Context: an optimization exercise on an open-source flow, tuned for small area, a short achievable clock period and few clock cycles per item. The choices shown serve that exercise and are no tape-out recipe. Function was checked by simulation only, so behaviour that the tests miss may differ from the original. No activity file was given, so power comes from the tool's default toggle rates.

$ cat flow/design.v
`default_nettype none
package dot_pkg;
  localparam int N_LANES = 4;
  localparam int LANE_W = 8;
  localparam int WORD_W = N_LANES * LANE_W;
  localparam int RES_W = 32;
  localparam int ACC_W = 22;
  localparam int SUM_W = 18;
  localparam int WORD_OFFSET = -87040;
  localparam int VEC_DEPTH = 16;
  localparam int ADDR_W = 4;
endpackage
`default_nettype wire
`default_nettype none
module dp_unit (
  input wire logic clk,
  input wire logic [31:0] act_data,
  input wire logic [31:0] w_word,
  input wire logic enc_load,
  input wire logic cut_vld,
  output logic [17:0] x_out,
  output logic [17:0] y_out
);
  logic [3:0][3:0] one_q;
  logic [3:0][3:0] two_q;
  logic [3:0][3:0] neg_q;
  logic [3:0][3:0] one_d;
  logic [3:0][3:0] two_d;
  logic [3:0][3:0] neg_d;
  for (genvar i = 0; i < 4; i++) begin : g_enc_lane
    for (genvar k = 0; k < 4; k++) begin : g_enc_digit
      logic b2, b1, b0;
      assign b2 = w_word[i*8 + 2*k + 1];
      assign b1 = w_word[i*8 + 2*k];
      if (k == 0) begin : g_lsb
        assign b0 = 1'b0;
      end else begin : g_mid
        assign b0 = w_word[i*8 + 2*k - 1];
      end
      assign one_d[i][k] = b1 ^ b0;
      assign two_d[i][k] = (b2 & ~b1 & ~b0) | (~b2 & b1 & b0);
      assign neg_d[i][k] = b2;
    end
  end
  always_ff @(posedge clk) begin
    if (enc_load) begin
      one_q <= one_d;
      two_q <= two_d;
      neg_q <= neg_d;
    end
  end
  logic [3:0][2:0] ncnt;
  for (genvar k = 0; k < 4; k++) begin : g_ncnt
    assign ncnt[k] = 3'(neg_q[0][k]) + 3'(neg_q[1][k]) + 3'(neg_q[2][k]) + 3'(neg_q[3][k]);
  end
  logic [3:0][3:0][8:0] pp;
  for (genvar i = 0; i < 4; i++) begin : g_pp_lane
    logic [8:0] a1, a2;
    assign a1 = {act_data[i*8 + 7], act_data[i*8 +: 8]};
    assign a2 = {act_data[i*8 +: 8], 1'b0};
    for (genvar k = 0; k < 4; k++) begin : g_pp_digit
      assign pp[i][k] = ({9{one_q[i][k]}} & a1 | {9{two_q[i][k]}} & a2) ^ {9{neg_q[i][k]}};
    end
  end
  logic sb0_1;
  logic cb0_2;
  logic sb0_3;
  logic cb0_4;
  logic sb0_5;
  logic cb0_6;
  logic sb0_7;
  logic cb0_8;
  logic sb0_9;
  logic cb0_10;
  logic sb0_11;
  logic cb0_12;
  logic sb0_13;
  logic cb0_14;
  logic sb0_15;
  logic cb0_16;
  logic sb0_17;
  logic cb0_18;
  logic sb0_19;
  logic cb0_20;
  logic sb0_21;
  logic cb0_22;
  logic sb0_23;
  logic cb0_24;
  logic sb0_25;
  logic cb0_26;
  logic sb0_27;
  logic cb0_28;
  logic sb0_29;
  logic cb0_30;
  logic sb0_31;
  logic cb0_32;
  logic sb0_33;
  logic cb0_34;
  logic sb0_35;
  logic cb0_36;
  logic sb0_37;
  logic cb0_38;
  logic sb0_39;
  logic cb0_40;
  logic sb0_41;
  logic cb0_42;
  logic sb0_43;
  logic cb0_44;
  logic sb0_45;
  logic cb0_46;
  logic sb0_47;
  logic cb0_48;
  logic sb0_49;
  logic cb0_50;
  logic sb0_51;
  logic cb0_52;
  logic sb0_53;
  logic cb0_54;
  logic sb0_55;
  logic cb0_56;
  logic sb0_57;
  logic cb0_58;
  logic sb0_59;
  logic cb0_60;
  logic sb0_61;
  logic cb0_62;
  logic sb0_63;
  logic cb0_64;
  logic sb0_65;
  logic cb0_66;
  logic sb0_67;
  logic cb0_68;
  logic sb0_69;
  logic cb0_70;
  logic sb0_71;
  logic cb0_72;
  logic sb0_73;
  logic cb0_74;
  logic sb0_75;
  logic cb0_76;
  logic sb0_77;
  logic cb0_78;
  logic sb0_79;
  logic cb0_80;
  logic sb0_81;
  logic cb0_82;
  logic sb0_83;
  logic cb0_84;
  logic sb0_85;
  logic cb0_86;
  logic sb0_87;
  logic cb0_88;
  logic sb0_89;
  logic cb0_90;
  logic sb0_91;
  logic cb0_92;
  logic sb1_93;
  logic cb1_94;
  logic sb1_95;
  logic cb1_96;
  logic sb1_97;
  logic cb1_98;
  logic sb1_99;
  logic cb1_100;
  logic sb1_101;
  logic cb1_102;
  logic sb1_103;
  logic cb1_104;
  logic sb1_105;
  logic cb1_106;
  logic sb1_107;
  logic cb1_108;
  logic sb1_109;
  logic cb1_110;
  logic sb1_111;
  logic cb1_112;
  logic sb1_113;
  logic cb1_114;
  logic sb1_115;
  logic cb1_116;
  logic sb1_117;
  logic cb1_118;
  logic sb1_119;
  logic cb1_120;
  logic sb1_121;
  logic cb1_122;
  logic sb1_123;
  logic cb1_124;
  logic sb1_125;
  logic cb1_126;
  logic sb1_127;
  logic cb1_128;
  logic sb1_129;
  logic cb1_130;
  logic sb1_131;
  logic cb1_132;
  logic sb1_133;
  logic cb1_134;
  logic sb1_135;
  logic cb1_136;
  logic sb1_137;
  logic cb1_138;
  logic sb1_139;
  logic cb1_140;
  logic sb1_141;
  logic cb1_142;
  logic sb1_143;
  logic cb1_144;
  logic sb1_145;
  logic cb1_146;
  logic sb1_147;
  logic cb1_148;
  logic sb1_149;
  logic cb1_150;
  logic sb1_151;
  logic cb1_152;
  logic sb1_153;
  logic cb1_154;
  logic sb1_155;
  logic cb1_156;
  logic sb1_157;
  logic cb1_158;
  logic sc0_159;
  logic cc0_160;
  logic sc0_161;
  logic cc0_162;
  logic sc0_163;
  logic cc0_164;
  logic sc0_165;
  logic cc0_166;
  logic sc0_167;
  logic cc0_168;
  logic sc0_169;
  logic cc0_170;
  logic sc0_171;
  logic cc0_172;
  logic sc0_173;
  logic cc0_174;
  logic sc0_175;
  logic cc0_176;
  logic sc0_177;
  logic cc0_178;
  logic sc1_179;
  logic cc1_180;
  logic sc1_181;
  logic cc1_182;
  logic sc1_183;
  logic cc1_184;
  logic sc1_185;
  logic cc1_186;
  logic sc1_187;
  logic cc1_188;
  logic sc1_189;
  logic cc1_190;
  logic sc1_191;
  logic cc1_192;
  logic sc1_193;
  logic cc1_194;
  logic sc1_195;
  logic cc1_196;
  logic sc1_197;
  logic cc1_198;
  logic sc1_199;
  logic cc1_200;
  logic sc1_201;
  logic cc1_202;
  logic sc1_203;
  logic cc1_204;
  logic sc1_205;
  logic cc1_206;
  logic sc1_207;
  logic cc1_208;
  logic sc1_209;
  logic cc1_210;
  logic sc1_211;
  logic cc1_212;
  logic sc1_213;
  logic cc1_214;
  logic sc2_215;
  logic cc2_216;
  logic sc2_217;
  logic cc2_218;
  logic sc2_219;
  logic cc2_220;
  logic sc2_221;
  logic cc2_222;
  logic sc2_223;
  logic cc2_224;
  logic sc2_225;
  logic cc2_226;
  logic sc2_227;
  logic cc2_228;
  logic sc2_229;
  logic cc2_230;
  logic sc2_231;
  logic cc2_232;
  logic sc2_233;
  logic cc2_234;
  logic sc2_235;
  logic cc2_236;
  logic sc2_237;
  logic cc2_238;
  logic sc2_239;
  logic cc2_240;
  logic sc3_241;
  logic cc3_242;
  logic sc3_243;
  logic cc3_244;
  logic sc3_245;
  logic cc3_246;
  logic sc3_247;
  logic cc3_248;
  logic sc3_249;
  logic cc3_250;
  logic sc3_251;
  logic cc3_252;
  logic sc3_253;
  logic cc3_254;
  logic sc3_255;
  logic cc3_256;
  logic sc3_257;
  logic cc3_258;
  logic sc3_259;
  logic cc3_260;
  logic sc3_261;
  logic cc3_262;
  logic sc3_263;
  logic cc3_264;
  logic sc3_265;
  logic cc3_266;
  logic sc3_267;
  logic cc3_268;
  logic sc3_269;
  logic cc3_270;
  assign sb0_1 = pp[0][0][0] ^ pp[1][0][0] ^ pp[2][0][0];
  assign cb0_2 = (pp[0][0][0] & pp[1][0][0]) | (pp[0][0][0] & pp[2][0][0]) | (pp[1][0][0] & pp[2][0][0]);
  assign sb0_3 = pp[0][0][1] ^ pp[1][0][1] ^ pp[2][0][1];
  assign cb0_4 = (pp[0][0][1] & pp[1][0][1]) | (pp[0][0][1] & pp[2][0][1]) | (pp[1][0][1] & pp[2][0][1]);
  assign sb0_5 = pp[0][0][2] ^ pp[0][1][0] ^ pp[1][0][2];
  assign cb0_6 = (pp[0][0][2] & pp[0][1][0]) | (pp[0][0][2] & pp[1][0][2]) | (pp[0][1][0] & pp[1][0][2]);
  assign sb0_7 = pp[1][1][0] ^ pp[2][0][2] ^ pp[2][1][0];
  assign cb0_8 = (pp[1][1][0] & pp[2][0][2]) | (pp[1][1][0] & pp[2][1][0]) | (pp[2][0][2] & pp[2][1][0]);
  assign sb0_9 = pp[3][0][2] ^ pp[3][1][0] ^ ncnt[0][2];
  assign cb0_10 = (pp[3][0][2] & pp[3][1][0]) | (pp[3][0][2] & ncnt[0][2]) | (pp[3][1][0] & ncnt[0][2]);
  assign sb0_11 = pp[0][0][3] ^ pp[0][1][1] ^ pp[1][0][3];
  assign cb0_12 = (pp[0][0][3] & pp[0][1][1]) | (pp[0][0][3] & pp[1][0][3]) | (pp[0][1][1] & pp[1][0][3]);
  assign sb0_13 = pp[1][1][1] ^ pp[2][0][3] ^ pp[2][1][1];
  assign cb0_14 = (pp[1][1][1] & pp[2][0][3]) | (pp[1][1][1] & pp[2][1][1]) | (pp[2][0][3] & pp[2][1][1]);
  assign sb0_15 = pp[3][0][3] ^ pp[3][1][1] ^ ncnt[1][1];
  assign cb0_16 = (pp[3][0][3] & pp[3][1][1]) | (pp[3][0][3] & ncnt[1][1]) | (pp[3][1][1] & ncnt[1][1]);
  assign sb0_17 = pp[0][0][4] ^ pp[0][1][2] ^ pp[0][2][0];
  assign cb0_18 = (pp[0][0][4] & pp[0][1][2]) | (pp[0][0][4] & pp[0][2][0]) | (pp[0][1][2] & pp[0][2][0]);
  assign sb0_19 = pp[1][0][4] ^ pp[1][1][2] ^ pp[1][2][0];
  assign cb0_20 = (pp[1][0][4] & pp[1][1][2]) | (pp[1][0][4] & pp[1][2][0]) | (pp[1][1][2] & pp[1][2][0]);
  assign sb0_21 = pp[2][0][4] ^ pp[2][1][2] ^ pp[2][2][0];
  assign cb0_22 = (pp[2][0][4] & pp[2][1][2]) | (pp[2][0][4] & pp[2][2][0]) | (pp[2][1][2] & pp[2][2][0]);
  assign sb0_23 = pp[3][0][4] ^ pp[3][1][2] ^ pp[3][2][0];
  assign cb0_24 = (pp[3][0][4] & pp[3][1][2]) | (pp[3][0][4] & pp[3][2][0]) | (pp[3][1][2] & pp[3][2][0]);
  assign sb0_25 = pp[0][0][5] ^ pp[0][1][3] ^ pp[0][2][1];
  assign cb0_26 = (pp[0][0][5] & pp[0][1][3]) | (pp[0][0][5] & pp[0][2][1]) | (pp[0][1][3] & pp[0][2][1]);
  assign sb0_27 = pp[1][0][5] ^ pp[1][1][3] ^ pp[1][2][1];
  assign cb0_28 = (pp[1][0][5] & pp[1][1][3]) | (pp[1][0][5] & pp[1][2][1]) | (pp[1][1][3] & pp[1][2][1]);
  assign sb0_29 = pp[2][0][5] ^ pp[2][1][3] ^ pp[2][2][1];
  assign cb0_30 = (pp[2][0][5] & pp[2][1][3]) | (pp[2][0][5] & pp[2][2][1]) | (pp[2][1][3] & pp[2][2][1]);
  assign sb0_31 = pp[3][0][5] ^ pp[3][1][3] ^ pp[3][2][1];
  assign cb0_32 = (pp[3][0][5] & pp[3][1][3]) | (pp[3][0][5] & pp[3][2][1]) | (pp[3][1][3] & pp[3][2][1]);
  assign sb0_33 = pp[0][0][6] ^ pp[0][1][4] ^ pp[0][2][2];
  assign cb0_34 = (pp[0][0][6] & pp[0][1][4]) | (pp[0][0][6] & pp[0][2][2]) | (pp[0][1][4] & pp[0][2][2]);
  assign sb0_35 = pp[0][3][0] ^ pp[1][0][6] ^ pp[1][1][4];
  assign cb0_36 = (pp[0][3][0] & pp[1][0][6]) | (pp[0][3][0] & pp[1][1][4]) | (pp[1][0][6] & pp[1][1][4]);
  assign sb0_37 = pp[1][2][2] ^ pp[1][3][0] ^ pp[2][0][6];
  assign cb0_38 = (pp[1][2][2] & pp[1][3][0]) | (pp[1][2][2] & pp[2][0][6]) | (pp[1][3][0] & pp[2][0][6]);
  assign sb0_39 = pp[2][1][4] ^ pp[2][2][2] ^ pp[2][3][0];
  assign cb0_40 = (pp[2][1][4] & pp[2][2][2]) | (pp[2][1][4] & pp[2][3][0]) | (pp[2][2][2] & pp[2][3][0]);
  assign sb0_41 = pp[3][0][6] ^ pp[3][1][4] ^ pp[3][2][2];
  assign cb0_42 = (pp[3][0][6] & pp[3][1][4]) | (pp[3][0][6] & pp[3][2][2]) | (pp[3][1][4] & pp[3][2][2]);
  assign sb0_43 = pp[3][3][0] ^ ncnt[2][2] ^ ncnt[3][0];
  assign cb0_44 = (pp[3][3][0] & ncnt[2][2]) | (pp[3][3][0] & ncnt[3][0]) | (ncnt[2][2] & ncnt[3][0]);
  assign sb0_45 = pp[0][0][7] ^ pp[0][1][5] ^ pp[0][2][3];
  assign cb0_46 = (pp[0][0][7] & pp[0][1][5]) | (pp[0][0][7] & pp[0][2][3]) | (pp[0][1][5] & pp[0][2][3]);
  assign sb0_47 = pp[0][3][1] ^ pp[1][0][7] ^ pp[1][1][5];
  assign cb0_48 = (pp[0][3][1] & pp[1][0][7]) | (pp[0][3][1] & pp[1][1][5]) | (pp[1][0][7] & pp[1][1][5]);
  assign sb0_49 = pp[1][2][3] ^ pp[1][3][1] ^ pp[2][0][7];
  assign cb0_50 = (pp[1][2][3] & pp[1][3][1]) | (pp[1][2][3] & pp[2][0][7]) | (pp[1][3][1] & pp[2][0][7]);
  assign sb0_51 = pp[2][1][5] ^ pp[2][2][3] ^ pp[2][3][1];
  assign cb0_52 = (pp[2][1][5] & pp[2][2][3]) | (pp[2][1][5] & pp[2][3][1]) | (pp[2][2][3] & pp[2][3][1]);
  assign sb0_53 = pp[3][0][7] ^ pp[3][1][5] ^ pp[3][2][3];
  assign cb0_54 = (pp[3][0][7] & pp[3][1][5]) | (pp[3][0][7] & pp[3][2][3]) | (pp[3][1][5] & pp[3][2][3]);
  assign sb0_55 = ~pp[0][0][8] ^ pp[0][1][6] ^ pp[0][2][4];
  assign cb0_56 = (~pp[0][0][8] & pp[0][1][6]) | (~pp[0][0][8] & pp[0][2][4]) | (pp[0][1][6] & pp[0][2][4]);
  assign sb0_57 = pp[0][3][2] ^ ~pp[1][0][8] ^ pp[1][1][6];
  assign cb0_58 = (pp[0][3][2] & ~pp[1][0][8]) | (pp[0][3][2] & pp[1][1][6]) | (~pp[1][0][8] & pp[1][1][6]);
  assign sb0_59 = pp[1][2][4] ^ pp[1][3][2] ^ ~pp[2][0][8];
  assign cb0_60 = (pp[1][2][4] & pp[1][3][2]) | (pp[1][2][4] & ~pp[2][0][8]) | (pp[1][3][2] & ~pp[2][0][8]);
  assign sb0_61 = pp[2][1][6] ^ pp[2][2][4] ^ pp[2][3][2];
  assign cb0_62 = (pp[2][1][6] & pp[2][2][4]) | (pp[2][1][6] & pp[2][3][2]) | (pp[2][2][4] & pp[2][3][2]);
  assign sb0_63 = ~pp[3][0][8] ^ pp[3][1][6] ^ pp[3][2][4];
  assign cb0_64 = (~pp[3][0][8] & pp[3][1][6]) | (~pp[3][0][8] & pp[3][2][4]) | (pp[3][1][6] & pp[3][2][4]);
  assign sb0_65 = pp[0][1][7] ^ pp[0][2][5] ^ pp[0][3][3];
  assign cb0_66 = (pp[0][1][7] & pp[0][2][5]) | (pp[0][1][7] & pp[0][3][3]) | (pp[0][2][5] & pp[0][3][3]);
  assign sb0_67 = pp[1][1][7] ^ pp[1][2][5] ^ pp[1][3][3];
  assign cb0_68 = (pp[1][1][7] & pp[1][2][5]) | (pp[1][1][7] & pp[1][3][3]) | (pp[1][2][5] & pp[1][3][3]);
  assign sb0_69 = pp[2][1][7] ^ pp[2][2][5] ^ pp[2][3][3];
  assign cb0_70 = (pp[2][1][7] & pp[2][2][5]) | (pp[2][1][7] & pp[2][3][3]) | (pp[2][2][5] & pp[2][3][3]);
  assign sb0_71 = pp[3][1][7] ^ pp[3][2][5] ^ pp[3][3][3];
  assign cb0_72 = (pp[3][1][7] & pp[3][2][5]) | (pp[3][1][7] & pp[3][3][3]) | (pp[3][2][5] & pp[3][3][3]);
  assign sb0_73 = ~pp[0][1][8] ^ pp[0][2][6] ^ pp[0][3][4];
  assign cb0_74 = (~pp[0][1][8] & pp[0][2][6]) | (~pp[0][1][8] & pp[0][3][4]) | (pp[0][2][6] & pp[0][3][4]);
  assign sb0_75 = ~pp[1][1][8] ^ pp[1][2][6] ^ pp[1][3][4];
  assign cb0_76 = (~pp[1][1][8] & pp[1][2][6]) | (~pp[1][1][8] & pp[1][3][4]) | (pp[1][2][6] & pp[1][3][4]);
  assign sb0_77 = ~pp[2][1][8] ^ pp[2][2][6] ^ pp[2][3][4];
  assign cb0_78 = (~pp[2][1][8] & pp[2][2][6]) | (~pp[2][1][8] & pp[2][3][4]) | (pp[2][2][6] & pp[2][3][4]);
  assign sb0_79 = ~pp[3][1][8] ^ pp[3][2][6] ^ pp[3][3][4];
  assign cb0_80 = (~pp[3][1][8] & pp[3][2][6]) | (~pp[3][1][8] & pp[3][3][4]) | (pp[3][2][6] & pp[3][3][4]);
  assign sb0_81 = pp[0][2][7] ^ pp[0][3][5] ^ pp[1][2][7];
  assign cb0_82 = (pp[0][2][7] & pp[0][3][5]) | (pp[0][2][7] & pp[1][2][7]) | (pp[0][3][5] & pp[1][2][7]);
  assign sb0_83 = pp[1][3][5] ^ pp[2][2][7] ^ pp[2][3][5];
  assign cb0_84 = (pp[1][3][5] & pp[2][2][7]) | (pp[1][3][5] & pp[2][3][5]) | (pp[2][2][7] & pp[2][3][5]);
  assign sb0_85 = ~pp[0][2][8] ^ pp[0][3][6] ^ ~pp[1][2][8];
  assign cb0_86 = (~pp[0][2][8] & pp[0][3][6]) | (~pp[0][2][8] & ~pp[1][2][8]) | (pp[0][3][6] & ~pp[1][2][8]);
  assign sb0_87 = pp[1][3][6] ^ ~pp[2][2][8] ^ pp[2][3][6];
  assign cb0_88 = (pp[1][3][6] & ~pp[2][2][8]) | (pp[1][3][6] & pp[2][3][6]) | (~pp[2][2][8] & pp[2][3][6]);
  assign sb0_89 = pp[0][3][7] ^ pp[1][3][7] ^ pp[2][3][7];
  assign cb0_90 = (pp[0][3][7] & pp[1][3][7]) | (pp[0][3][7] & pp[2][3][7]) | (pp[1][3][7] & pp[2][3][7]);
  assign sb0_91 = ~pp[0][3][8] ^ ~pp[1][3][8] ^ ~pp[2][3][8];
  assign cb0_92 = (~pp[0][3][8] & ~pp[1][3][8]) | (~pp[0][3][8] & ~pp[2][3][8]) | (~pp[1][3][8] & ~pp[2][3][8]);
  assign sb1_93 = pp[3][0][0] ^ ncnt[0][0] ^ sb0_1;
  assign cb1_94 = (pp[3][0][0] & ncnt[0][0]) | (pp[3][0][0] & sb0_1) | (ncnt[0][0] & sb0_1);
  assign sb1_95 = pp[3][0][1] ^ ncnt[0][1] ^ cb0_2;
  assign cb1_96 = (pp[3][0][1] & ncnt[0][1]) | (pp[3][0][1] & cb0_2) | (ncnt[0][1] & cb0_2);
  assign sb1_97 = ncnt[1][0] ^ cb0_4 ^ sb0_5;
  assign cb1_98 = (ncnt[1][0] & cb0_4) | (ncnt[1][0] & sb0_5) | (cb0_4 & sb0_5);
  assign sb1_99 = cb0_6 ^ cb0_8 ^ cb0_10;
  assign cb1_100 = (cb0_6 & cb0_8) | (cb0_6 & cb0_10) | (cb0_8 & cb0_10);
  assign sb1_101 = sb0_11 ^ sb0_13 ^ sb0_15;
  assign cb1_102 = (sb0_11 & sb0_13) | (sb0_11 & sb0_15) | (sb0_13 & sb0_15);
  assign sb1_103 = ncnt[1][2] ^ ncnt[2][0] ^ cb0_12;
  assign cb1_104 = (ncnt[1][2] & ncnt[2][0]) | (ncnt[1][2] & cb0_12) | (ncnt[2][0] & cb0_12);
  assign sb1_105 = cb0_14 ^ cb0_16 ^ sb0_17;
  assign cb1_106 = (cb0_14 & cb0_16) | (cb0_14 & sb0_17) | (cb0_16 & sb0_17);
  assign sb1_107 = sb0_19 ^ sb0_21 ^ sb0_23;
  assign cb1_108 = (sb0_19 & sb0_21) | (sb0_19 & sb0_23) | (sb0_21 & sb0_23);
  assign sb1_109 = ncnt[2][1] ^ cb0_18 ^ cb0_20;
  assign cb1_110 = (ncnt[2][1] & cb0_18) | (ncnt[2][1] & cb0_20) | (cb0_18 & cb0_20);
  assign sb1_111 = cb0_22 ^ cb0_24 ^ sb0_25;
  assign cb1_112 = (cb0_22 & cb0_24) | (cb0_22 & sb0_25) | (cb0_24 & sb0_25);
  assign sb1_113 = sb0_27 ^ sb0_29 ^ sb0_31;
  assign cb1_114 = (sb0_27 & sb0_29) | (sb0_27 & sb0_31) | (sb0_29 & sb0_31);
  assign sb1_115 = cb0_26 ^ cb0_28 ^ cb0_30;
  assign cb1_116 = (cb0_26 & cb0_28) | (cb0_26 & cb0_30) | (cb0_28 & cb0_30);
  assign sb1_117 = cb0_32 ^ sb0_33 ^ sb0_35;
  assign cb1_118 = (cb0_32 & sb0_33) | (cb0_32 & sb0_35) | (sb0_33 & sb0_35);
  assign sb1_119 = sb0_37 ^ sb0_39 ^ sb0_41;
  assign cb1_120 = (sb0_37 & sb0_39) | (sb0_37 & sb0_41) | (sb0_39 & sb0_41);
  assign sb1_121 = pp[3][3][1] ^ ncnt[3][1] ^ cb0_34;
  assign cb1_122 = (pp[3][3][1] & ncnt[3][1]) | (pp[3][3][1] & cb0_34) | (ncnt[3][1] & cb0_34);
  assign sb1_123 = cb0_36 ^ cb0_38 ^ cb0_40;
  assign cb1_124 = (cb0_36 & cb0_38) | (cb0_36 & cb0_40) | (cb0_38 & cb0_40);
  assign sb1_125 = cb0_42 ^ cb0_44 ^ sb0_45;
  assign cb1_126 = (cb0_42 & cb0_44) | (cb0_42 & sb0_45) | (cb0_44 & sb0_45);
  assign sb1_127 = sb0_47 ^ sb0_49 ^ sb0_51;
  assign cb1_128 = (sb0_47 & sb0_49) | (sb0_47 & sb0_51) | (sb0_49 & sb0_51);
  assign sb1_129 = pp[3][3][2] ^ ncnt[3][2] ^ cb0_46;
  assign cb1_130 = (pp[3][3][2] & ncnt[3][2]) | (pp[3][3][2] & cb0_46) | (ncnt[3][2] & cb0_46);
  assign sb1_131 = cb0_48 ^ cb0_50 ^ cb0_52;
  assign cb1_132 = (cb0_48 & cb0_50) | (cb0_48 & cb0_52) | (cb0_50 & cb0_52);
  assign sb1_133 = cb0_54 ^ sb0_55 ^ sb0_57;
  assign cb1_134 = (cb0_54 & sb0_55) | (cb0_54 & sb0_57) | (sb0_55 & sb0_57);
  assign sb1_135 = sb0_59 ^ sb0_61 ^ sb0_63;
  assign cb1_136 = (sb0_59 & sb0_61) | (sb0_59 & sb0_63) | (sb0_61 & sb0_63);
  assign sb1_137 = cb0_56 ^ cb0_58 ^ cb0_60;
  assign cb1_138 = (cb0_56 & cb0_58) | (cb0_56 & cb0_60) | (cb0_58 & cb0_60);
  assign sb1_139 = cb0_62 ^ cb0_64 ^ sb0_65;
  assign cb1_140 = (cb0_62 & cb0_64) | (cb0_62 & sb0_65) | (cb0_64 & sb0_65);
  assign sb1_141 = sb0_67 ^ sb0_69 ^ sb0_71;
  assign cb1_142 = (sb0_67 & sb0_69) | (sb0_67 & sb0_71) | (sb0_69 & sb0_71);
  assign sb1_143 = cb0_66 ^ cb0_68 ^ cb0_70;
  assign cb1_144 = (cb0_66 & cb0_68) | (cb0_66 & cb0_70) | (cb0_68 & cb0_70);
  assign sb1_145 = cb0_72 ^ sb0_73 ^ sb0_75;
  assign cb1_146 = (cb0_72 & sb0_73) | (cb0_72 & sb0_75) | (sb0_73 & sb0_75);
  assign sb1_147 = pp[3][2][7] ^ pp[3][3][5] ^ cb0_74;
  assign cb1_148 = (pp[3][2][7] & pp[3][3][5]) | (pp[3][2][7] & cb0_74) | (pp[3][3][5] & cb0_74);
  assign sb1_149 = cb0_76 ^ cb0_78 ^ cb0_80;
  assign cb1_150 = (cb0_76 & cb0_78) | (cb0_76 & cb0_80) | (cb0_78 & cb0_80);
  assign sb1_151 = ~pp[3][2][8] ^ pp[3][3][6] ^ cb0_82;
  assign cb1_152 = (~pp[3][2][8] & pp[3][3][6]) | (~pp[3][2][8] & cb0_82) | (pp[3][3][6] & cb0_82);
  assign sb1_153 = cb0_84 ^ sb0_85 ^ sb0_87;
  assign cb1_154 = (cb0_84 & sb0_85) | (cb0_84 & sb0_87) | (sb0_85 & sb0_87);
  assign sb1_155 = pp[3][3][7] ^ cb0_86 ^ cb0_88;
  assign cb1_156 = (pp[3][3][7] & cb0_86) | (pp[3][3][7] & cb0_88) | (cb0_86 & cb0_88);
  assign sb1_157 = ~pp[3][3][8] ^ cb0_90 ^ sb0_91;
  assign cb1_158 = (~pp[3][3][8] & cb0_90) | (~pp[3][3][8] & sb0_91) | (cb0_90 & sb0_91);
  assign sc0_159 = cut_q[22] ^ cut_q[23];
  assign cc0_160 = cut_q[22] & cut_q[23];
  assign sc0_161 = cut_q[29] ^ cut_q[30] ^ cut_q[31];
  assign cc0_162 = (cut_q[29] & cut_q[30]) | (cut_q[29] & cut_q[31]) | (cut_q[30] & cut_q[31]);
  assign sc0_163 = cut_q[32] ^ cut_q[33];
  assign cc0_164 = cut_q[32] & cut_q[33];
  assign sc0_165 = cut_q[37] ^ cut_q[38] ^ cut_q[39];
  assign cc0_166 = (cut_q[37] & cut_q[38]) | (cut_q[37] & cut_q[39]) | (cut_q[38] & cut_q[39]);
  assign sc0_167 = cut_q[40] ^ cut_q[41] ^ cut_q[42];
  assign cc0_168 = (cut_q[40] & cut_q[41]) | (cut_q[40] & cut_q[42]) | (cut_q[41] & cut_q[42]);
  assign sc0_169 = cut_q[45] ^ cut_q[46] ^ cut_q[47];
  assign cc0_170 = (cut_q[45] & cut_q[46]) | (cut_q[45] & cut_q[47]) | (cut_q[46] & cut_q[47]);
  assign sc0_171 = cut_q[48] ^ cut_q[49];
  assign cc0_172 = cut_q[48] & cut_q[49];
  assign sc0_173 = cut_q[52] ^ cut_q[53] ^ cut_q[54];
  assign cc0_174 = (cut_q[52] & cut_q[53]) | (cut_q[52] & cut_q[54]) | (cut_q[53] & cut_q[54]);
  assign sc0_175 = cut_q[55] ^ cut_q[56];
  assign cc0_176 = cut_q[55] & cut_q[56];
  assign sc0_177 = cut_q[59] ^ cut_q[60] ^ cut_q[61];
  assign cc0_178 = (cut_q[59] & cut_q[60]) | (cut_q[59] & cut_q[61]) | (cut_q[60] & cut_q[61]);
  assign sc1_179 = cut_q[11] ^ cut_q[12];
  assign cc1_180 = cut_q[11] & cut_q[12];
  assign sc1_181 = cut_q[16] ^ cut_q[17] ^ cut_q[18];
  assign cc1_182 = (cut_q[16] & cut_q[17]) | (cut_q[16] & cut_q[18]) | (cut_q[17] & cut_q[18]);
  assign sc1_183 = cut_q[19] ^ cut_q[20];
  assign cc1_184 = cut_q[19] & cut_q[20];
  assign sc1_185 = cut_q[24] ^ cut_q[25] ^ cut_q[26];
  assign cc1_186 = (cut_q[24] & cut_q[25]) | (cut_q[24] & cut_q[26]) | (cut_q[25] & cut_q[26]);
  assign sc1_187 = cut_q[27] ^ cut_q[28] ^ sc0_159;
  assign cc1_188 = (cut_q[27] & cut_q[28]) | (cut_q[27] & sc0_159) | (cut_q[28] & sc0_159);
  assign sc1_189 = cut_q[34] ^ cut_q[35] ^ cut_q[36];
  assign cc1_190 = (cut_q[34] & cut_q[35]) | (cut_q[34] & cut_q[36]) | (cut_q[35] & cut_q[36]);
  assign sc1_191 = cc0_160 ^ sc0_161 ^ sc0_163;
  assign cc1_192 = (cc0_160 & sc0_161) | (cc0_160 & sc0_163) | (sc0_161 & sc0_163);
  assign sc1_193 = cut_q[43] ^ cut_q[44] ^ cc0_162;
  assign cc1_194 = (cut_q[43] & cut_q[44]) | (cut_q[43] & cc0_162) | (cut_q[44] & cc0_162);
  assign sc1_195 = cc0_164 ^ sc0_165 ^ sc0_167;
  assign cc1_196 = (cc0_164 & sc0_165) | (cc0_164 & sc0_167) | (sc0_165 & sc0_167);
  assign sc1_197 = cut_q[50] ^ cut_q[51] ^ cc0_166;
  assign cc1_198 = (cut_q[50] & cut_q[51]) | (cut_q[50] & cc0_166) | (cut_q[51] & cc0_166);
  assign sc1_199 = cc0_168 ^ sc0_169 ^ sc0_171;
  assign cc1_200 = (cc0_168 & sc0_169) | (cc0_168 & sc0_171) | (sc0_169 & sc0_171);
  assign sc1_201 = cut_q[57] ^ cut_q[58] ^ cc0_170;
  assign cc1_202 = (cut_q[57] & cut_q[58]) | (cut_q[57] & cc0_170) | (cut_q[58] & cc0_170);
  assign sc1_203 = cc0_172 ^ sc0_173 ^ sc0_175;
  assign cc1_204 = (cc0_172 & sc0_173) | (cc0_172 & sc0_175) | (sc0_173 & sc0_175);
  assign sc1_205 = cut_q[62] ^ cut_q[63] ^ cut_q[64];
  assign cc1_206 = (cut_q[62] & cut_q[63]) | (cut_q[62] & cut_q[64]) | (cut_q[63] & cut_q[64]);
  assign sc1_207 = cc0_174 ^ cc0_176 ^ sc0_177;
  assign cc1_208 = (cc0_174 & cc0_176) | (cc0_174 & sc0_177) | (cc0_176 & sc0_177);
  assign sc1_209 = cut_q[65] ^ cut_q[66] ^ cut_q[67];
  assign cc1_210 = (cut_q[65] & cut_q[66]) | (cut_q[65] & cut_q[67]) | (cut_q[66] & cut_q[67]);
  assign sc1_211 = cut_q[68] ^ cc0_178;
  assign cc1_212 = cut_q[68] & cc0_178;
  assign sc1_213 = cut_q[69] ^ cut_q[70] ^ cut_q[71];
  assign cc1_214 = (cut_q[69] & cut_q[70]) | (cut_q[69] & cut_q[71]) | (cut_q[70] & cut_q[71]);
  assign sc2_215 = cut_q[4] ^ cut_q[5];
  assign cc2_216 = cut_q[4] & cut_q[5];
  assign sc2_217 = cut_q[8] ^ cut_q[9];
  assign cc2_218 = cut_q[8] & cut_q[9];
  assign sc2_219 = cut_q[13] ^ cut_q[14] ^ cut_q[15];
  assign cc2_220 = (cut_q[13] & cut_q[14]) | (cut_q[13] & cut_q[15]) | (cut_q[14] & cut_q[15]);
  assign sc2_221 = cut_q[21] ^ cc1_180 ^ sc1_181;
  assign cc2_222 = (cut_q[21] & cc1_180) | (cut_q[21] & sc1_181) | (cc1_180 & sc1_181);
  assign sc2_223 = cc1_182 ^ cc1_184 ^ sc1_185;
  assign cc2_224 = (cc1_182 & cc1_184) | (cc1_182 & sc1_185) | (cc1_184 & sc1_185);
  assign sc2_225 = cc1_186 ^ cc1_188 ^ sc1_189;
  assign cc2_226 = (cc1_186 & cc1_188) | (cc1_186 & sc1_189) | (cc1_188 & sc1_189);
  assign sc2_227 = cc1_190 ^ cc1_192 ^ sc1_193;
  assign cc2_228 = (cc1_190 & cc1_192) | (cc1_190 & sc1_193) | (cc1_192 & sc1_193);
  assign sc2_229 = cc1_194 ^ cc1_196 ^ sc1_197;
  assign cc2_230 = (cc1_194 & cc1_196) | (cc1_194 & sc1_197) | (cc1_196 & sc1_197);
  assign sc2_231 = cc1_198 ^ cc1_200 ^ sc1_201;
  assign cc2_232 = (cc1_198 & cc1_200) | (cc1_198 & sc1_201) | (cc1_200 & sc1_201);
  assign sc2_233 = cc1_202 ^ cc1_204 ^ sc1_205;
  assign cc2_234 = (cc1_202 & cc1_204) | (cc1_202 & sc1_205) | (cc1_204 & sc1_205);
  assign sc2_235 = cc1_206 ^ cc1_208 ^ sc1_209;
  assign cc2_236 = (cc1_206 & cc1_208) | (cc1_206 & sc1_209) | (cc1_208 & sc1_209);
  assign sc2_237 = cut_q[72] ^ cc1_210 ^ cc1_212;
  assign cc2_238 = (cut_q[72] & cc1_210) | (cut_q[72] & cc1_212) | (cc1_210 & cc1_212);
  assign sc2_239 = cut_q[73] ^ cut_q[74];
  assign cc2_240 = cut_q[73] & cut_q[74];
  assign sc3_241 = cut_q[1] ^ cut_q[2];
  assign cc3_242 = cut_q[1] & cut_q[2];
  assign sc3_243 = cut_q[6] ^ cut_q[7] ^ sc2_215;
  assign cc3_244 = (cut_q[6] & cut_q[7]) | (cut_q[6] & sc2_215) | (cut_q[7] & sc2_215);
  assign sc3_245 = cut_q[10] ^ cc2_216 ^ sc2_217;
  assign cc3_246 = (cut_q[10] & cc2_216) | (cut_q[10] & sc2_217) | (cc2_216 & sc2_217);
  assign sc3_247 = sc1_179 ^ cc2_218 ^ sc2_219;
  assign cc3_248 = (sc1_179 & cc2_218) | (sc1_179 & sc2_219) | (cc2_218 & sc2_219);
  assign sc3_249 = sc1_183 ^ cc2_220 ^ sc2_221;
  assign cc3_250 = (sc1_183 & cc2_220) | (sc1_183 & sc2_221) | (cc2_220 & sc2_221);
  assign sc3_251 = sc1_187 ^ cc2_222 ^ sc2_223;
  assign cc3_252 = (sc1_187 & cc2_222) | (sc1_187 & sc2_223) | (cc2_222 & sc2_223);
  assign sc3_253 = sc1_191 ^ cc2_224 ^ sc2_225;
  assign cc3_254 = (sc1_191 & cc2_224) | (sc1_191 & sc2_225) | (cc2_224 & sc2_225);
  assign sc3_255 = sc1_195 ^ cc2_226 ^ sc2_227;
  assign cc3_256 = (sc1_195 & cc2_226) | (sc1_195 & sc2_227) | (cc2_226 & sc2_227);
  assign sc3_257 = sc1_199 ^ cc2_228 ^ sc2_229;
  assign cc3_258 = (sc1_199 & cc2_228) | (sc1_199 & sc2_229) | (cc2_228 & sc2_229);
  assign sc3_259 = sc1_203 ^ cc2_230 ^ sc2_231;
  assign cc3_260 = (sc1_203 & cc2_230) | (sc1_203 & sc2_231) | (cc2_230 & sc2_231);
  assign sc3_261 = sc1_207 ^ cc2_232 ^ sc2_233;
  assign cc3_262 = (sc1_207 & cc2_232) | (sc1_207 & sc2_233) | (cc2_232 & sc2_233);
  assign sc3_263 = sc1_211 ^ cc2_234 ^ sc2_235;
  assign cc3_264 = (sc1_211 & cc2_234) | (sc1_211 & sc2_235) | (cc2_234 & sc2_235);
  assign sc3_265 = sc1_213 ^ cc2_236 ^ sc2_237;
  assign cc3_266 = (sc1_213 & cc2_236) | (sc1_213 & sc2_237) | (cc2_236 & sc2_237);
  assign sc3_267 = cc1_214 ^ cc2_238 ^ sc2_239;
  assign cc3_268 = (cc1_214 & cc2_238) | (cc1_214 & sc2_239) | (cc2_238 & sc2_239);
  assign sc3_269 = cut_q[75] ^ cut_q[76] ^ cc2_240;
  assign cc3_270 = (cut_q[75] & cut_q[76]) | (cut_q[75] & cc2_240) | (cut_q[76] & cc2_240);
  logic [76:0] cut_q;
  logic [17:0] x_q;
  logic [17:0] y_q;
  always_ff @(posedge clk) begin
      cut_q[0] <= sb1_93;
      cut_q[1] <= sb0_3;
      cut_q[2] <= cb1_94;
      cut_q[3] <= sb1_95;
      cut_q[4] <= sb0_7;
      cut_q[5] <= sb0_9;
      cut_q[6] <= cb1_96;
      cut_q[7] <= sb1_97;
      cut_q[8] <= cb1_98;
      cut_q[9] <= sb1_99;
      cut_q[10] <= sb1_101;
      cut_q[11] <= cb1_100;
      cut_q[12] <= cb1_102;
      cut_q[13] <= sb1_103;
      cut_q[14] <= sb1_105;
      cut_q[15] <= sb1_107;
      cut_q[16] <= cb1_104;
      cut_q[17] <= cb1_106;
      cut_q[18] <= cb1_108;
      cut_q[19] <= sb1_109;
      cut_q[20] <= sb1_111;
      cut_q[21] <= sb1_113;
      cut_q[22] <= sb0_43;
      cut_q[23] <= cb1_110;
      cut_q[24] <= cb1_112;
      cut_q[25] <= cb1_114;
      cut_q[26] <= sb1_115;
      cut_q[27] <= sb1_117;
      cut_q[28] <= sb1_119;
      cut_q[29] <= sb0_53;
      cut_q[30] <= cb1_116;
      cut_q[31] <= cb1_118;
      cut_q[32] <= cb1_120;
      cut_q[33] <= sb1_121;
      cut_q[34] <= sb1_123;
      cut_q[35] <= sb1_125;
      cut_q[36] <= sb1_127;
      cut_q[37] <= cb1_122;
      cut_q[38] <= cb1_124;
      cut_q[39] <= cb1_126;
      cut_q[40] <= cb1_128;
      cut_q[41] <= sb1_129;
      cut_q[42] <= sb1_131;
      cut_q[43] <= sb1_133;
      cut_q[44] <= sb1_135;
      cut_q[45] <= cb1_130;
      cut_q[46] <= cb1_132;
      cut_q[47] <= cb1_134;
      cut_q[48] <= cb1_136;
      cut_q[49] <= sb1_137;
      cut_q[50] <= sb1_139;
      cut_q[51] <= sb1_141;
      cut_q[52] <= sb0_77;
      cut_q[53] <= sb0_79;
      cut_q[54] <= cb1_138;
      cut_q[55] <= cb1_140;
      cut_q[56] <= cb1_142;
      cut_q[57] <= sb1_143;
      cut_q[58] <= sb1_145;
      cut_q[59] <= sb0_81;
      cut_q[60] <= sb0_83;
      cut_q[61] <= cb1_144;
      cut_q[62] <= cb1_146;
      cut_q[63] <= sb1_147;
      cut_q[64] <= sb1_149;
      cut_q[65] <= cb1_148;
      cut_q[66] <= cb1_150;
      cut_q[67] <= sb1_151;
      cut_q[68] <= sb1_153;
      cut_q[69] <= sb0_89;
      cut_q[70] <= cb1_152;
      cut_q[71] <= cb1_154;
      cut_q[72] <= sb1_155;
      cut_q[73] <= cb1_156;
      cut_q[74] <= sb1_157;
      cut_q[75] <= cb0_92;
      cut_q[76] <= cb1_158;
  end
  always_ff @(posedge clk) begin
      x_q[0] <= cut_vld & cut_q[0];
      x_q[1] <= cut_vld & cut_q[3];
      x_q[2] <= cut_vld & cc3_242;
      x_q[3] <= cut_vld & cc3_244;
      x_q[4] <= cut_vld & cc3_246;
      x_q[5] <= cut_vld & cc3_248;
      x_q[6] <= cut_vld & cc3_250;
      x_q[7] <= cut_vld & cc3_252;
      x_q[8] <= cut_vld & cc3_254;
      x_q[9] <= cut_vld & cc3_256;
      x_q[10] <= cut_vld & cc3_258;
      x_q[11] <= cut_vld & cc3_260;
      x_q[12] <= cut_vld & cc3_262;
      x_q[13] <= cut_vld & cc3_264;
      x_q[14] <= cut_vld & cc3_266;
      x_q[15] <= cut_vld & cc3_268;
      x_q[16] <= cut_vld & cc3_270;
      x_q[17] <= cut_vld & 1'b0;
      y_q[0] <= cut_vld & 1'b0;
      y_q[1] <= cut_vld & sc3_241;
      y_q[2] <= cut_vld & sc3_243;
      y_q[3] <= cut_vld & sc3_245;
      y_q[4] <= cut_vld & sc3_247;
      y_q[5] <= cut_vld & sc3_249;
      y_q[6] <= cut_vld & sc3_251;
      y_q[7] <= cut_vld & sc3_253;
      y_q[8] <= cut_vld & sc3_255;
      y_q[9] <= cut_vld & sc3_257;
      y_q[10] <= cut_vld & sc3_259;
      y_q[11] <= cut_vld & sc3_261;
      y_q[12] <= cut_vld & sc3_263;
      y_q[13] <= cut_vld & sc3_265;
      y_q[14] <= cut_vld & sc3_267;
      y_q[15] <= cut_vld & sc3_269;
      y_q[16] <= cut_vld & 1'b0;
      y_q[17] <= cut_vld & 1'b0;
  end
  assign x_out = x_q;
  assign y_out = y_q;
endmodule
`default_nettype wire
`default_nettype none
module weight_buffer (
  input wire logic clk,
  input wire logic wr_en,
  input wire logic [dot_pkg::ADDR_W-1:0] wr_addr,
  input wire logic [dot_pkg::WORD_W-1:0] wr_data,
  input wire logic [dot_pkg::VEC_DEPTH-1:0] rd_sel,
  output logic [dot_pkg::WORD_W-1:0] rd_data
);
  logic [dot_pkg::WORD_W-1:0] mem [dot_pkg::VEC_DEPTH];
  always_ff @(posedge clk) begin
    if (wr_en) begin
      mem[wr_addr] <= wr_data;
    end
  end
  always_comb begin
    rd_data = '0;
    for (int k = 0; k < dot_pkg::VEC_DEPTH; k++) begin
      rd_data = rd_data | (mem[k] & {dot_pkg::WORD_W{rd_sel[k]}});
    end
  end
endmodule
`default_nettype wire
`default_nettype none
module dot_accumulator (
  input wire logic clk,
  input wire logic clear,
  input wire logic [dot_pkg::ADDR_W-1:0] vec_last,
  input wire logic [dot_pkg::SUM_W-1:0] x_in,
  input wire logic [dot_pkg::SUM_W-1:0] y_in,
  output logic signed [dot_pkg::RES_W-1:0] acc
);
  logic [dot_pkg::ACC_W-1:0] acc_q;
  logic [dot_pkg::ACC_W-1:0] acc_init;
  logic [dot_pkg::ACC_W-1:0] x_ext;
  logic [dot_pkg::ACC_W-1:0] y_ext;
  logic [dot_pkg::ACC_W-1:0] s3;
  logic [dot_pkg::ACC_W-1:0] c3;
  assign acc = dot_pkg::RES_W'($signed(acc_q));
  always_comb begin
    acc_init = '0;
    for (int n = 0; n < dot_pkg::VEC_DEPTH; n++) begin
      if (vec_last == dot_pkg::ADDR_W'(n)) begin
        acc_init = dot_pkg::ACC_W'((n + 1) * dot_pkg::WORD_OFFSET);
      end
    end
  end
  assign x_ext = dot_pkg::ACC_W'(x_in);
  assign y_ext = dot_pkg::ACC_W'(y_in);
  assign s3 = acc_q ^ x_ext ^ y_ext;
  assign c3 = (acc_q & x_ext) | (acc_q & y_ext) | (x_ext & y_ext);
  logic [dot_pkg::ACC_W-1:0] pa;
  logic [dot_pkg::ACC_W-1:0] pb;
  logic [dot_pkg::ACC_W-1:0] sum;
  logic [dot_pkg::ACC_W-1:0] gen [6];
  logic [dot_pkg::ACC_W-1:0] prp [6];
  assign pa = s3;
  assign pb = {c3[dot_pkg::ACC_W-2:0], 1'b0};
  always_comb begin
    gen[0] = pa & pb;
    prp[0] = pa ^ pb;
    for (int l = 0; l < 5; l++) begin
      for (int i = 0; i < dot_pkg::ACC_W; i++) begin
        if (i >= (1 << l)) begin
          gen[l+1][i] = gen[l][i] | (prp[l][i] & gen[l][i - (1 << l)]);
          prp[l+1][i] = prp[l][i] & prp[l][i - (1 << l)];
        end else begin
          gen[l+1][i] = gen[l][i];
          prp[l+1][i] = prp[l][i];
        end
      end
    end
    sum = prp[0] ^ {gen[5][dot_pkg::ACC_W-2:0], 1'b0};
  end
  always_ff @(posedge clk) begin
    if (clear) begin
      acc_q <= acc_init;
    end else begin
      acc_q <= sum;
    end
  end
endmodule
`default_nettype wire
`default_nettype none
module dot_ctrl (
  input wire logic clk,
  input wire logic reset,
  input wire logic start,
  input wire logic [dot_pkg::ADDR_W-1:0] vec_last,
  input wire logic act_valid,
  input wire logic w_wr,
  input wire logic [dot_pkg::ADDR_W-1:0] w_addr,
  output logic busy,
  output logic done,
  output logic buf_wr_en,
  output logic [dot_pkg::VEC_DEPTH-1:0] rd_sel,
  output logic enc_load,
  output logic w0_bypass,
  output logic acc_clear,
  output logic cut_vld
);
  logic busy_q;
  logic strm_q;
  logic [dot_pkg::ADDR_W-1:0] cnt_q;
  logic [dot_pkg::ADDR_W-1:0] last_q;
  logic [dot_pkg::VEC_DEPTH-1:0] rsel_q;
  logic [dot_pkg::VEC_DEPTH-1:0] rsel_d;
  logic done_q;
  logic [1:0] vld_q;
  logic [1:0] fin_q;
  logic is_idle;
  logic accept;
  logic finish;
  logic is_last;
  assign is_idle = !busy_q;
  assign accept = act_valid && strm_q;
  assign finish = vld_q[1] && fin_q[1];
  assign busy = busy_q;
  assign done = done_q;
  assign buf_wr_en = w_wr && is_idle;
  assign rd_sel = rsel_q;
  assign enc_load = is_idle || accept;
  assign w0_bypass = is_idle && w_wr && (w_addr == '0);
  assign is_last = (cnt_q == last_q);
  assign acc_clear = start && is_idle;
  assign cut_vld = vld_q[0];
  always_comb begin
    rsel_d = rsel_q;
    if (is_idle) begin
      rsel_d = start ? dot_pkg::VEC_DEPTH'(2) : dot_pkg::VEC_DEPTH'(1);
    end else if (finish) begin
      rsel_d = dot_pkg::VEC_DEPTH'(1);
    end else if (accept) begin
      rsel_d = rsel_q << 1;
    end
  end
  always_ff @(posedge clk) begin
    if (reset) begin
      busy_q <= 1'b0;
      strm_q <= 1'b0;
      cnt_q <= '0;
      rsel_q <= dot_pkg::VEC_DEPTH'(1);
      last_q <= '0;
      done_q <= 1'b0;
      vld_q <= '0;
      fin_q <= '0;
    end else begin
      done_q <= finish;
      vld_q <= {vld_q[0], accept};
      fin_q <= {fin_q[0], accept && is_last};
      rsel_q <= rsel_d;
      if (is_idle) begin
        if (start) begin
          busy_q <= 1'b1;
          strm_q <= 1'b1;
          cnt_q <= '0;
          last_q <= vec_last;
        end
      end else begin
        if (accept) begin
          cnt_q <= cnt_q + 1'b1;
          if (is_last) begin
            strm_q <= 1'b0;
          end
        end
        if (finish) begin
          busy_q <= 1'b0;
        end
      end
    end
  end
endmodule
`default_nettype wire
`default_nettype none
module dot_engine_top (
  input wire logic clk,
  input wire logic reset,
  input wire logic w_wr,
  input wire logic [dot_pkg::ADDR_W-1:0] w_addr,
  input wire logic [dot_pkg::WORD_W-1:0] w_data,
  input wire logic start,
  input wire logic [dot_pkg::ADDR_W-1:0] vec_last,
  input wire logic act_valid,
  input wire logic [dot_pkg::WORD_W-1:0] act_data,
  output logic busy,
  output logic done,
  output logic signed [dot_pkg::RES_W-1:0] result
);
  logic buf_wr_en;
  logic [dot_pkg::VEC_DEPTH-1:0] rd_sel;
  logic [dot_pkg::WORD_W-1:0] rd_data;
  logic acc_clear;
  logic cut_vld;
  logic enc_load;
  logic w0_bypass;
  logic [dot_pkg::WORD_W-1:0] w_next;
  logic [dot_pkg::SUM_W-1:0] x_sum;
  logic [dot_pkg::SUM_W-1:0] y_sum;
  dot_ctrl dot_ctrl_i (
    .clk, .reset, .start, .vec_last, .act_valid, .w_wr, .w_addr,
    .busy, .done, .buf_wr_en, .rd_sel, .enc_load, .w0_bypass, .acc_clear, .cut_vld
  );
  weight_buffer weight_buffer_i (
    .clk, .wr_en(buf_wr_en), .wr_addr(w_addr), .wr_data(w_data),
    .rd_sel, .rd_data
  );
  assign w_next = w0_bypass ? w_data : rd_data;
  dp_unit dp_unit_i (
    .clk, .act_data, .w_word(w_next), .enc_load, .cut_vld, .x_out(x_sum), .y_out(y_sum)
  );
  dot_accumulator dot_accumulator_i (
    .clk, .clear(acc_clear), .vec_last, .x_in(x_sum), .y_in(y_sum), .acc(result)
  );
endmodule
`default_nettype wire
$ cat flow/flow/run.sh
#!/bin/bash
# The standard layout (the standard.sh), except that the buffers that
# buffer_ports puts on every input and output port are buf_1 cells; the
# resizer sizes them up where timing needs it.
set -euo pipefail
bash standard.sh "BUFFER_PORTS_ARGS=-buffer_cell sky130_fd_sc_hd__buf_1" finish > flow_standard.log 2>&1
$ cat flow/standard.sh
#!/bin/bash
# synth_recipe.tcl (not shown) runs the flow's synth.tcl, then flattens the netlist and writes it again
# the make line also repeats each setting of config.mk as NAME=value (left out here)
make -C /OpenROAD-flow-scripts/flow DESIGN_CONFIG=/design/flow/config.mk WORK_HOME=/design/flow/orfs CLKGATE_MAP_FILE= SYNTH_SCRIPT=/design/flow/synth_recipe.tcl "${@:-finish}"
$ cat flow/config.mk
export PLATFORM = sky130hd
export DESIGN_NAME = dot_engine_top
export DESIGN_NICKNAME = dot_engine_top
export VERILOG_FILES = /design/flow/design.v
export SDC_FILE = /design/flow/constraint.sdc
export NUM_CORES = 4
export LEC_CHECK = 0
export CAP_MARGIN = 20
export CORE_MARGIN = 2
export CORE_UTILIZATION = 72
export CTS_CLUSTER_DIAMETER = 80
export CTS_CLUSTER_SIZE = 30
export SETUP_SLACK_MARGIN = 2.35
export SLEW_MARGIN = 20
$ cat flow/constraint.sdc
create_clock -name core_clock -period 5.0 [get_ports {clk}]
set_input_delay 1.0000 -clock core_clock [delete_from_list [all_inputs] [get_ports {clk}]]
set_output_delay 1.0000 -clock core_clock [all_outputs]
set_load 0.01 [all_outputs]
==> impl_metrics.yaml, run 1 <==
status:
  outcome: "no timing/DRC/antenna violations"
timing:
  max_freq_mhz: 355
  skew_ns: 0.0225
  rsz0062_at_grt: "true"
  period_minus_slack_ns: 2.82
  setup_violations: 0
  whs_ns: 0.433
  hold_violations: 0
  fin_tns_setup_ns: 0
  tightest_slew_ns: 1.11
  period_share: 0.563
  slew_headroom: 0.257
  slew_viol_final: 0
global_route:
  grt_pass1_vias: 19285
  grt_usage: 0.356
  grt_max_degree: 56
  grt_overflow: 0
  grt_antenna_before_repair: 1
  grt_first_pass_wirelength_um: 121000
yosys:
  synth_fp_nets: 2481
  ys_warn_count: 6
  yosysTopAreaCellShare: 0.529
  synth_area_leader_cell: "edfxtp_1"
  seq_area_frac_synth: 0.631
  yosys_most_used_dff: "edfxtp_1"
  ys_ff_latch: 722
  ys_types: 65
  ys_top_cells_by_area: "edfxtp_1, dfxtp_1, fa_1, a22oi_1, xnor2_1"
  syn_avg_cell_area_um2: 14.3
  synth_edf_count: 560
  syn_area_mm2: 0.0318
  syn-instance-count: 2221
  async_reset_ff_frac: 0
placement:
  dpl.hpwl_um: 53100
  portBuffers: 110
  place_congestion: 0.934
  placed_area_mm2: 0.0327
  dp_cells: 2784
die:
  start_util: 0.733
  ios: 111
  fp-row-count: 76
  die-area_mm2: 0.0458
  die_y_um: 214
  design.core.area_mm2: 0.0434
  die_w_um: 214
clock_network:
  clockBufferDepth: 3
  clk_latency_ns: 0.64
  cts_tree: "built"
  cts_buffers: 31
  cts-htree-levels: 1
  clk_pin_slew_ns: 0.10
  cts_sinks: 722
  clockRootBuffer: "clkbuf_16"
final_layout:
  design_area_mm2: 0.0344
  multi_input_area_mm2: 0.0108
  layout_commonest_cell: "edfxtp_1"
  nNetsFinal: 2551
  syn_to_final_growth_pct: 8.19
  stdcell_count: 2894
  ff_latch_area_mm2: 0.0201
  drive_gt1_frac: 0.0927
  final_cell_mix: "edfxtp_1, a22oi_1, dfxtp_1, fa_1, xnor2_1"
  n_fill_cell: 2526
critical_path:
  crit_family: "adder cells"
  cpMaxStageDelayCell: "fa_1"
  crit_required_ns: 5.58
  slowest_delay_ns: 0.55
  cp_cell_sequence: "fa_1, ha_2, inv_2, fa_2, nor2b_4, o31a_1, o211ai_1, a211o_1, or4_1, nand3_1"
  critPathLaunchType: "flip-flop"
  cp.arrival_ns: 3.39
  setup.worst_path.class: "reg -> reg"
  critical_path_buf_inv_count: 1
  path_max_fanout: 3
  end_kind: "flip-flop"
pwr:
  total_power_mw: 16.1
  ir_worst_vdd_mv: 0.765
  p_leak_nw: 12.0
  power_density_mw_per_mm2: 469
route:
  drtIter0Drc: 2990
  first_pass_iters: 7
  wl_per_cell_um: 28.9
  via_count: 19849
  final_antenna_net_count: 0
  vias_per_cell: 6.86
  finalWirelength_um: 83600
  remaining_drc_errors: 0
job:
  drv_cap: 0
min_path:
  hold_class: "reg -> reg"
cell usage after synthesis, drive strengths merged, types with 41 or more instances:
master,instances
a22oi,242
edfxtp,560
nand2,84
inv,127
a221oi,65
clkbuf,153
fa,144
o21ai,45
xor2,51
a22o,64
xnor2,124
nor2,41
a21oi,41
dfxtp,162
report_power, final:
| part | internal [mW] | switching (mW) |
|---|---|---|
| combinational | 2.29 | 3.22 |
| sequential | 7.07 | 0.443 |
| clock | 1.24 | 1.85 |
area by class of cell:
class,count,share of cell area
multi-input combinational,1192,0.313
clock inverter,10,0.00433
timing repair buffer,215,0.0393
inverter,128,0.0141
timing repair inverter,1,0.000146
antenna,1,0.0000728
clock buffer,40,0.0242
tap,585,0.0213
sequential,722,0.584
through the flow:
step	setup WS, ns	util
after floorplan	1.97	-
after global placement	1.42	0.754
after detailed placement	1.36	0.754
after CTS	2.22	0.781
after global routing	2.13	0.793
final	2.18	0.793
flip-flops by register name (all words and copies together) (netlist names), 4 cells and up:
signal,count
dot_ctrl_i.rsel_q,16
dp_unit_i.x_q,17
dp_unit_i.neg_q,16
dp_unit_i.cut_q,77
dp_unit_i.one_q,16
weight_buffer_i.mem,512
dot_ctrl_i.last_q,4
dot_ctrl_i.cnt_q,4
dot_accumulator_i.acc_q,22
dp_unit_i.y_q,15
dp_unit_i.two_q,16
worst register-to-register path, stage by stage (launching register included):
cell	delay, ns
dfxtp_2	0.33
fa_1	0.55
ha_2	0.22
inv_2	0.05
fa_2	0.36
nor2b_4	0.13
o31a_1	0.16
o211ai_1	0.16
a211o_1	0.32
or4_1	0.40
nand3_1	0.09
routing by layer:
layer  track usage  share of wire  vias to the layer above  wire length [um]
met5             0              0                        -                 0
met4         0.148          0.046                        0              3850
met3        0.0496           0.11                      239              8940
met2         0.601           0.50                     1462             41800
met1         0.473           0.35                     9803             29000
li1              -              -                     8345                 -
cells by family after synthesis:
logic type / synth area share
AOI/OAI and AO/OA: 0.126
xor gates and xnor gates: 0.0482
buffers and inverters: 0.0395
and+or+nand+nor: 0.0488
adders and majority gates: 0.106
muxes: 0.000669
DFF: 0.631
final timing paths:
kind,start,end,slack (ns),depth (start not counted)
max,dp_unit_i.x_q[1],dot_accumulator_i.acc_q[19],2.18,10
min,dp_unit_i.cut_q[0],dp_unit_i.x_q[0],0.43,1
max reg2reg,dp_unit_i.x_q[1],dot_accumulator_i.acc_q[19],2.18,10
min reg2reg,dp_unit_i.cut_q[0],dp_unit_i.x_q[0],0.43,1
repair_timing:
item | CTS | global route
gates cloned | 1 | 6
endpoints found under the setup margin | 117 | 92
gates resized for setup | 20 | 22
hold buffers | 0 | 0
setup buffers | 14 | 38
pin swaps | 16 | 13
Testbench counts, summed over its fixed seeds: cycles 14,859, items 1,280.
==> run 2, diff against run 1 <==
--- a/flow/config.mk
+++ b/flow/config.mk
@@ -5,10 +5,11 @@
 export SDC_FILE = /design/flow/constraint.sdc
 export NUM_CORES = 4
 export LEC_CHECK = 0
+export ABC_AREA = 1
 export CAP_MARGIN = 20
 export CORE_MARGIN = 2
-export CORE_UTILIZATION = 72
+export CORE_UTILIZATION = 65
 export CTS_CLUSTER_DIAMETER = 80
 export CTS_CLUSTER_SIZE = 30
-export SETUP_SLACK_MARGIN = 2.35
+export SETUP_SLACK_MARGIN = 2.5
 export SLEW_MARGIN = 20
==> run 2 against run 1 <==
Compared with the run above: synthesized area increased by 4.7%; non-clock buffer count decreased by 30; sequential share of layout area down 2.7 points; total power rose by 3.3%; register-to-register slack improved by 0.17 ns; wire length increased by 5.7%; clock power about the same; via count increased by 12%; setup slack improved by 0.17 ns; hold slack got worse by 0.021 ns; first-iteration DRC count fell by 13%; sequential power hardly changed.
==> impl_metrics.yaml, run 2 <==
placement:
  place_congestion: 0.963
  pre_cts_slack_ns: 1.74
  placed_area_mm2: 0.0346
  dpl.hpwl_um: 58300
  portBuffers: 110
  dp_cells: 3701
final_layout:
  biggestRegsByFlops: "weight_buffer_i.mem: 512 flops, dp_unit_i.cut_q: 77 flops, dot_accumulator_i.acc_q: 22 flops"
  layout_commonest_cell: "nand2_1"
  diodes: 0
  final_cell_mix: "nand2_1, edfxtp_1, inv_1, nor2_1, xor2_1"
  design_area_mm2: 0.0361
  post-route-util: 0.716
  top_register: "weight_buffer_i.mem"
  largest_register_ffs: 512
  syn_to_final_growth_pct: 8.44
  drive_gt1_frac: 0.0921
  nNetsFinal: 3363
  stdcell_count: 3789
critical_path:
  setup.worst_path.class: "reg -> reg"
  path_max_fanout: 20
  r2r-start: "dot_ctrl_i.busy_q"
  cp.arrival_ns: 3.00
  crit_required_ns: 5.36
  cp-startpoint: "dot_ctrl_i.busy_q"
  end_kind: "flip-flop"
  critPathLaunchType: "flip-flop"
pwr:
  p_sw_mw: 5.90
  p_leak_nw: 14.2
  ir_worst_vdd_mv: 0.392
  sequentialPowerShare: 0.452
  pwr-share-comb: 0.360
  power.share.clock: 0.187
  intPower_mw: 10.7
  power_density_mw_per_mm2: 461
  total_power_mw: 16.6
  switching_share: 0.354
yosys:
  yosys.area_share.simple: 0.154
  synth_compound_area_frac: 0.0438
  synthTopCellsByCount: "nand2_1, edfxtp_1, inv_1"
  syn_avg_cell_area_um2: 11.1
  synth_edf_count: 560
  syn-instance-count: 2997
  synthAdderAreaFrac: 0.101
  syn_area_mm2: 0.0333
  synth_area_leader_cell: "edfxtp_1"
  ys_warn_count: 6
  seq_area_frac_synth: 0.603
  ys_types: 44
  yosys_most_used_dff: "edfxtp_1"
  ys_top_cells_by_area: "edfxtp_1, nand2_1, dfxtp_1, fa_1, xor2_1"
  synthMuxAreaShare: 0
  synth_top_family_by_area: "simple AND/OR/NAND/NOR gates"
  yosysTopAreaCellShare: 0.505
  synth_xor_area_frac: 0.0424
  async_reset_ff_frac: 0
  synth_fp_nets: 3257
  post-synth-top-count-cell: "nand2_1"
  ys_ff_latch: 722
timing:
  tightest_slew_ns: 1.13
  final.setup.worst_slack_ns: 2.36
  fin_tns_setup_ns: 0
  hold_violations: 0
  slew_headroom: 0.246
  rsz0062_at_grt: "true"
  period_share: 0.529
  slew_viol_final: 0
  whs_ns: 0.412
  period_minus_slack_ns: 2.64
  skew_ns: 0.0491
  setup_violations: 0
  max_freq_mhz: 378
route:
  final_antenna_net_count: 0
  vias_per_cell: 5.85
  wl_per_cell_um: 23.3
  remaining_drc_errors: 0
  finalWirelength_um: 88400
  via_count: 22160
  drtIter0Drc: 2596
  first_pass_iters: 5
clock_network:
  clockBufferDepth: 3
  cts_sinks: 722
  cts-htree-levels: 1
  clockRootBuffer: "clkbuf_16"
  cts_tree: "built"
  ctsHoldBuffers: 0
  clk_pin_slew_ns: 0.11
  cts_buffers: 31
  clk_latency_ns: 0.67
die:
  ios: 111
  die_y_um: 230
  start_util: 0.660
  die_w_um: 230
  die-area_mm2: 0.0530
  design.core.area_mm2: 0.0504
  fp-row-count: 82
job:
  drv_cap: 0
global_route:
  grt_max_degree: 49
  grt_pass1_vias: 21578
  grt_usage: 0.334
  grt_first_pass_wirelength_um: 131000
  grt_overflow: 0
  grt_antenna_before_repair: 1
status:
  outcome: "no timing/DRC/antenna violations"
min_path:
  hold_class: "reg -> reg"
  min_from: "dot_ctrl_i.fin_q[0]"
[run 2: cell types whose count changed after synthesis, moves of 48 or more]
cell | previous run | this run
nand2_1 | 84 | 876
o22ai_1 | 5 | 115
clkbuf_1 | 153 | 31
a22o_1 | 64 | 16
nor2_1 | 41 | 186
a22oi_1 | 242 | 0
inv_1 | 126 | 315
xnor2_1 | 124 | 7
a221oi_1 | 65 | 0
xor2_1 | 51 | 154
buf_2 | 2 | 53
[run 2: timing repair]
| item | in CTS | in global routing |
|---|---|---|
| gates resized for setup | 27 | 36 |
| hold endpoints to repair | 0 | 0 |
| pin swaps | 23 | 23 |
| cloned | 1 | 1 |
| buffers inserted | 13 | 26 |
| setup endpoints to repair | 96 | 152 |
[run 2: kinds of logic after synthesis]
kind of cell               after synthesis
xor gates and xnor gates               161
buffers and inverters                  436
adders and majority gates              183
DFF                                    722
and+or+nand+nor                       1254
AOI/OAI and AO/OA                      241
[run 2: critical path, stage by stage, from the launching register on]
cell and delay [ns]:
dfxtp_1 0.45, nor2_4 0.22, nand3_1 0.34, nor2_4 0.92, buf_4 0.39
[run 2: power by group through the flow]
| stage | Combinational (mW) | Clock [mW] | Sequential, mW |
|---|---|---|---|
| floorplan | 3.71 | 0 | 7.48 |
| global placement | 5.75 | 0 | 7.68 |
| detailed placement | 5.85 | 0 | 7.69 |
| CTS | 6.05 | 3.12 | 7.54 |
| global route | 6.70 | 3.31 | 7.58 |
| finish | 6.00 | 3.11 | 7.53 |
[run 2: metal layers]
layer,GRT usage,vias up,wire (um)
li1,-,10062,-
met1,0.446,10817,33600
met2,0.562,1064,43300
met3,0.0373,215,7360
met4,0.144,2,4170
met5,0,-,13
[run 2: area by class of cell]
| class | instances | area (um^2) |
|---|---|---|
| Sequential cell | 722 | 20100 |
| Fill cell | 3646 | 14300 |
| Multi-Input combinational cell | 1841 | 11900 |
| Inverter | 322 | 1310 |
| Timing Repair Buffer | 185 | 1000 |
| Tap cell | 672 | 841 |
| Clock buffer | 36 | 795 |
| Clock inverter | 11 | 180 |
[run 2: path summary, 6_finish.rpt]
| path | endpoint | slack (ns) | cells past startpoint |
|---|---|---|---|
| min | dot_ctrl_i.fin_q[1] | 0.41 | 2 |
| min reg2reg | dot_ctrl_i.fin_q[1] | 0.41 | 2 |
| max | weight_buffer_i.mem[6][3] | 2.36 | 4 |
| max reg2reg | weight_buffer_i.mem[6][3] | 2.36 | 4 |

[what the ideal ports hide]
In the flow no input, the clock included, has a driving cell. The finished layouts below were timed again as built, in two steps.
Step 1 (the two cells are an assumption about what drives the block):
set clk [get_ports {clk}]
set_driving_cell -lib_cell sky130_fd_sc_hd__clkbuf_16 $clk
set_driving_cell -lib_cell sky130_fd_sc_hd__buf_2 [delete_from_list [all_inputs] $clk]
Step 2 times the ports against the registers' clock, not the clock port: input delays grow and output delays shrink by t, the midpoint of the rising clock arrivals with the driver on.
Three values: no drivers, after step 1, after step 2; two values: the first two.
run | t (ns) | setup WS [ns] | worst setup path after step 2 | worst data-port slew with drivers (ns)
run 1 | 0.682 | 2.185 / 2.185 / 1.539 | input to register | 0.13
run 2 | 0.698 | 2.357 / 2.357 / 1.741 | input to register | 0.09
After both steps setup and hold are still met in every run listed. For run 1, which loses most, drivers alone change the setup slack by 0.000 ns; drivers and shift together by -0.646 ns.
